This design comes from an exercise in tuning for small area, a short achievable clock period and few clock cycles per item on the open sky130 flow, not from production work.
The RTL was checked by simulation tests, not by an equivalence proof against the original design.
Power figures rest on the tool's default switching activity, not on a simulated workload.

## command_packet_checker_top
module command_packet_checker_top (
  input  logic                             clk,
  input  logic                             rst_n,
  input  logic                             in_valid,
  output logic                             in_ready,
  input  logic [7:0]                       in_cmd_class,
  input  logic [7:0]                       in_cmd_code,
  input  logic [7:0]                       in_len_high,
  input  logic [7:0]                       in_len_low,
  input  logic [cpc_pkg::WORD_W-1:0]       in_data_word,
  input  logic [7:0]                       in_rx_crc,
  output logic                             out_valid,
  input  logic                             out_ready,
  output logic [cpc_pkg::RESP_W-1:0]       out_response_code,
  output logic [cpc_pkg::ACT_W-1:0]        out_action,
  output logic [cpc_pkg::WORD_W-1:0]       out_payload_word,
  input  logic                             cfg_valid,
  output logic                             cfg_ready,
  ...
For scale: about 1400 cells after synthesis, roughly 140 I/O pins, roughly 13000 um2 of cells after synthesis.
Settings: LEC_CHECK=0, CAP_MARGIN=20, CORE_MARGIN=2, CORE_UTILIZATION=40, SETUP_SLACK_MARGIN=2.2, SLEW_MARGIN=20; clock period 5.2 ns.
standard.sh (not shown) runs the stock make flow with config.mk's settings and CLKGATE_MAP_FILE= SYNTH_SCRIPT=/design/flow/synth_recipe.tcl, a recipe that flattens the netlist after the stock synthesis.
==> flow/flow/run.sh <==
#!/bin/bash
# standard layout, with the port buffers made of the smallest plain buffer
set -o pipefail
export BUFFER_PORTS_ARGS="-buffer_cell sky130_fd_sc_hd__buf_1"
bash standard.sh > standard.log 2>&1
The starting point finished clean.
Testbench counts at the start, summed over its fixed seeds: cycles 15,024, items 14,400.
Then changed:
Settings changed: SETUP_SLACK_MARGIN 2.2 to 1.5.
After rerunning: The changed run finished clean; maximum frequency drops by about a fifth; combinational power drops slightly; clock-buffer cell count drops by 6; sequential cell count is unchanged; power climbs by a few percent; first-iteration DRC count drops slightly; via count drops by a few percent; worst setup slack got worse by 0.51 ns.
Then changed:
==> flow/run.sh (new file) <==
#!/bin/bash
# synth_recipe.tcl (not shown) runs the flow's synth.tcl, then flattens the netlist and writes it again
# the make line also repeats each setting of config.mk as NAME=value (left out here)
make -C /OpenROAD-flow-scripts/flow DESIGN_CONFIG=/design/flow/config.mk WORK_HOME=/design/flow/orfs CLKGATE_MAP_FILE= SYNTH_SCRIPT=/design/flow/synth_recipe.tcl finish
Settings changed: SETUP_SLACK_MARGIN 1.5 to unset.
removed: flow/flow/run.sh
removed: flow/standard.sh
What happened: Synthesized area is unchanged. Global-route usage drops by 0.71 points. First-iteration DRC count fell by 10%. Total power decreases by 2.0%. Cell area went up by 4.1%. Utilization grows by 1.9 points. Wire length shrinks by 3.1%. Worst setup slack gets worse by 0.30 ns. Critical path depth falls by 1. Count of clock-buffer cells in the layout came out lower by 1.

========
Setup of build 38:
Another version of the RTL of command_packet_checker_top (not shown whole).
Size: ~1400 cells after synthesis, roughly 280 flip-flops.
clock: 5.2 ns
lec_check: 0
cap_margin: 20
core_margin: 2
core_utilization: 40
setup_slack_margin: 2.4
slew_margin: 20
==> flow/flow/run.sh <==
#!/bin/bash
# standard layout, with the port buffers made of the smallest plain buffer
set -o pipefail
export BUFFER_PORTS_ARGS="-buffer_cell sky130_fd_sc_hd__buf_1"
bash standard.sh > standard.log 2>&1
Testbench counts of build 38, summed over its fixed seeds: cycles 15,048, items 14,400.
Setup changes, build 38 to build 8
- SETUP_SLACK_MARGIN: 2.4 -> 2.2
- CTS_CLUSTER_DIAMETER: unset -> 60
- CTS_CLUSTER_SIZE: unset -> 30
Findings:
- Across build 8 and build 38, the outcome is the same: a clean finish for every run.
- Upper clock frequency limit for build 8: 4.1% down relative to build 38
- | clock network fraction of total power | build 8 vs build 38 | 4.7 points lower |
- Via count, build 8 and build 38, higher one = build 38.
- Looking at build 8 and build 38, the worst hold slack is a wash.
- Build 8 against build 38: area occupied by registers has remained practically unchanged, final cell count saw a decrease.
- Routed wire length of build 8 falls short of that of build 38 by a few percent.
Inputs modified between build 8 and build 23:
- SETUP_SLACK_MARGIN changed from 2.2 to 2.6
--- outcome ---
The post-placement cell area was comparable across build 8 and build 23.
Compared with build 8, in build 23 multi-input combinational area share ~0 delta; core utilization rose by 1.5 points; non-clock buffer count up 35; ratio of final minimum period to clock period went down by 2.0 points; via count +197.
Summary of build 23 over build 8: sequential share of cell area shrank by 1.3 points, wire length of the first global-routing pass climbed about 1.6%, design area saw an increase, final hold slack about even.

========
job 3563:
command_packet_checker_top, a different RTL version from the one above (not shown whole).
Size: about 1,200 cells after synthesis, about 12,000 um^2 of cells after synthesis.
==> flow/config.mk <==
export PLATFORM = sky130hd
export DESIGN_NAME = command_packet_checker_top
export DESIGN_NICKNAME = command_packet_checker_top
export VERILOG_FILES = /design/flow/design.v
export SDC_FILE = /design/flow/constraint.sdc
export NUM_CORES = 4
export LEC_CHECK = 0
export CAP_MARGIN = 20
export CORE_MARGIN = 2
export CORE_UTILIZATION = 40
export SLEW_MARGIN = 20
==> flow/constraint.sdc <==
create_clock -name core_clock -period 5.2 [get_ports {clk}]
set_input_delay 1.0400 -clock core_clock [delete_from_list [all_inputs] [get_ports {clk}]]
set_output_delay 1.0400 -clock core_clock [all_outputs]
set_load 0.01 [all_outputs]
run.sh (not shown) runs the stock make flow with config.mk's settings and CLKGATE_MAP_FILE= SYNTH_SCRIPT=/design/flow/synth_recipe.tcl, a recipe that flattens the netlist after the stock synthesis.
Stock flow here: none of the scripts above is used.
Testbench counts of job 3563, summed over its fixed seeds: cycles 14,928, items 14,400.
### job 3563 -> job 336
- swapping 40 for 65 in CORE_UTILIZATION
Notes after the runs:
Looking at logic gate share of total power, job 336 sits 0.4 points higher than job 3563 does.
In the metrics for job 336 and job 3563, the one carrying the lower count of vias placed by the detailed router is job 3563.
The sequential share of layout area in job 336 sits 0.73 points above the value recorded for job 3563.
diff inputs: job 336 => job 444
- a change of CORE_UTILIZATION from 65 to 40
==> flow/flow/run.sh (new file) <==
#!/bin/bash
# standard layout, with the port buffers made of the smallest plain buffer
set -o pipefail
export BUFFER_PORTS_ARGS="-buffer_cell sky130_fd_sc_hd__buf_1"
bash standard.sh > standard.log 2>&1
==> flow/standard.sh (new file) <==
#!/bin/bash
# synth_recipe.tcl (not shown) runs the flow's synth.tcl, then flattens the netlist and writes it again
# the make line also repeats each setting of config.mk as NAME=value (left out here)
make -C /OpenROAD-flow-scripts/flow DESIGN_CONFIG=/design/flow/config.mk WORK_HOME=/design/flow/orfs CLKGATE_MAP_FILE= SYNTH_SCRIPT=/design/flow/synth_recipe.tcl "${@:-finish}"
removed: flow/run.sh
Results
On achievable clock frequency, job 444 does better than job 336. When job 444 is measured against job 336, its synthesis-to-finish area growth turns out 4.6 points lower. Compared job 336 against job 444; hold slack within noise. What job 336 reported for floorplan die width has to be multiplied by 1.3 to get the figure for job 444. Part of the total power dissipated in the clock network is higher on job 444.
Setup changes, job 444 to job 6315
- CORE_UTILIZATION now 65, was 40
- CTS_BUF_LIST now sky130_fd_sc_hd__clkbuf_4 sky130_fd_sc_hd__clkbuf_8, previously not set
==> flow/run.sh (new file) <==
#!/bin/bash
# synth_recipe.tcl (not shown) runs the flow's synth.tcl, then flattens the netlist and writes it again
# the make line also repeats each setting of config.mk as NAME=value (left out here)
make -C /OpenROAD-flow-scripts/flow DESIGN_CONFIG=/design/flow/config.mk WORK_HOME=/design/flow/orfs CLKGATE_MAP_FILE= SYNTH_SCRIPT=/design/flow/synth_recipe.tcl finish
removed: flow/flow/run.sh
removed: flow/standard.sh
Findings:
- Job 6315: overall via count from detail_route 433 above job 444
- Compared with job 444, in job 6315 final setup slack of the worst path saw a decrease, overall global routing resource usage saw an increase.
- For number of cells in the finished layout apart from fillers, dividing the value from job 444 by the value from job 6315 gives 1.11.
- Total length of routed met2 wires: higher on job 444
- Job 6315 consumes less power than job 444 does.
- Summary of job 6315 over job 444: clock-pin transition on the worst setup and hold timing paths saw an increase, setup clock skew after layout saw little to no change.

========
Setup of run A:
command_packet_checker_top with an RTL version that a note above also has.
Size: roughly 1400 cells after synthesis, ~280 flip-flops, about 14000 µm² of cells after synthesis.
clock: 5.2 ns
lec_check: 0
cap_margin: 20
core_margin: 2
core_utilization: 70
cts_cluster_diameter: 60
cts_cluster_size: 30
setup_slack_margin: 2.4
slew_margin: 20
standard.sh (not shown) runs the stock make flow with config.mk's settings and CLKGATE_MAP_FILE= SYNTH_SCRIPT=/design/flow/synth_recipe.tcl, a recipe that flattens the netlist after the stock synthesis.
==> flow/flow/run.sh <==
#!/bin/bash
# standard layout, with the port buffers made of the smallest plain buffer
set -o pipefail
export BUFFER_PORTS_ARGS="-buffer_cell sky130_fd_sc_hd__buf_1"
bash standard.sh > standard.log 2>&1
Testbench counts of run A, summed over its fixed seeds: cycles 15,048, items 14,400.
diff inputs: run A => run B
Settings: CORE_UTILIZATION now 40, was 70.
Results
- In summary, run B completed successfully, with a layout that passed the timing, DRC and antenna checks.
- Sort run B and run A by relative contribution of the clock network to total power desc -> top: run B
- Compared with run A, run B ends up with more cell area.
- Changes observed in run B relative to run A: required time of the worst setup path now smaller, power density of the placed cells now larger.

========
red:
Starting RTL as in the previous note.
==> flow/config.mk <==
export PLATFORM = sky130hd
export DESIGN_NAME = command_packet_checker_top
export DESIGN_NICKNAME = command_packet_checker_top
export VERILOG_FILES = /design/flow/design.v
export SDC_FILE = /design/flow/constraint.sdc
export NUM_CORES = 4
export LEC_CHECK = 0
export CAP_MARGIN = 20
export CORE_MARGIN = 2
export CORE_UTILIZATION = 40
export SLEW_MARGIN = 20
==> flow/constraint.sdc <==
create_clock -name core_clock -period 5.2 [get_ports {clk}]
set_input_delay 1.0400 -clock core_clock [delete_from_list [all_inputs] [get_ports {clk}]]
set_output_delay 1.0400 -clock core_clock [all_outputs]
set_load 0.01 [all_outputs]
Scripts as last shown in full above: flow/flow/run.sh
Looking at the reports, red completed the entire flow and the layout it produced met the timing, DRC and antenna checks.
Testbench counts of red, summed over its fixed seeds: cycles 15,048, items 14,400.
Edits applied to the flow inputs when going from red to blue:
--- a/flow/config.mk
+++ b/flow/config.mk
@@ -10 +10,4 @@
-export CORE_UTILIZATION = 40
+export CORE_UTILIZATION = 55
+export CTS_CLUSTER_DIAMETER = 60
+export CTS_CLUSTER_SIZE = 30
+export SETUP_SLACK_MARGIN = 2.4
Results
blue: done, clean on timing, DRC and antenna. Clock power (lower): blue. blue ended with more starting density of the core than red. Slowest stage cell on the critical path = or4_4: blue; slowest stage cell on the critical path = xor2_1: red. Die area | blue < red. Compared with red, highest clock rate in blue increased by more than 10%. From red to blue the numbers moved as follows: pre-CTS setup slack has increased, global-route wire length before repair has increased, number of cells traversed by the worst register-to-register path grew by 1, area added between synthesis and finish picked up an extra 3.3 points. Number of vias after detailed routing in blue vs red: up 268.

[afterwards: timing with drivers on the ports]
No port has a modelled driver above. Below, the same layouts with a new extraction and two added sets of constraints.
Step 1: set_driving_cell puts a clkbuf_16 on clk and a buf_2 on each other input, an assumption about the parent block.
Step 2, shift: input delay + t, output delay - t, t = (earliest + latest rising clock arrival at the registers) / 2. This alone moves slack from input paths to output paths.
a / b / c = ideal / step 1 / step 2; a / b = the first two.
run	shift t [ns]	slack for setup (ns)	worst setup path after step 2	worst register clock-pin slew, ns	pins driven straight from the clock port
the first run of note 1	0.579	2.211 / 2.211 / 1.679	input to register	0.07 / 0.07	1
the second run of note 1	0.577	1.698 / 1.698 / 1.301	input to register	0.06 / 0.06	1
the third run of note 1	0.591	1.393 / 1.393 / 1.343	input to register	0.07 / 0.07	1
build 38	0.605	2.353 / 2.378 / 1.773	input to register	0.06 / 0.06	1
build 8	0.597	2.233 / 2.233 / 1.663	input to register	0.08 / 0.08	1
build 23	0.589	2.336 / 2.369 / 1.780	input to register	0.09 / 0.09	1
job 3563	0.488	1.000 / 1.000 / 0.866	input to register	0.08 / 0.08	1
job 336	0.483	0.841 / 0.841 / 0.597	input to register	0.08 / 0.08	1
job 444	0.480	1.059 / 1.059 / 0.673	input to register	0.08 / 0.08	1
job 6315	0.523	0.864 / 0.864 / 0.697	input to register	0.11 / 0.11	1
run A	0.564	2.285 / 2.285 / 1.751	input to register	0.11 / 0.11	1
run B	0.591	2.341 / 2.367 / 1.777	input to register	0.09 / 0.09	1
red	0.601	2.015 / 2.015 / 1.555	input to register	0.06 / 0.06	1
blue	0.580	2.339 / 2.369 / 1.789	input to register	0.09 / 0.09	1
After both steps every run listed still meets setup and hold. For build 38, which loses most, drivers alone change the setup slack by +0.025 ns; drivers and shift together by -0.580 ns.
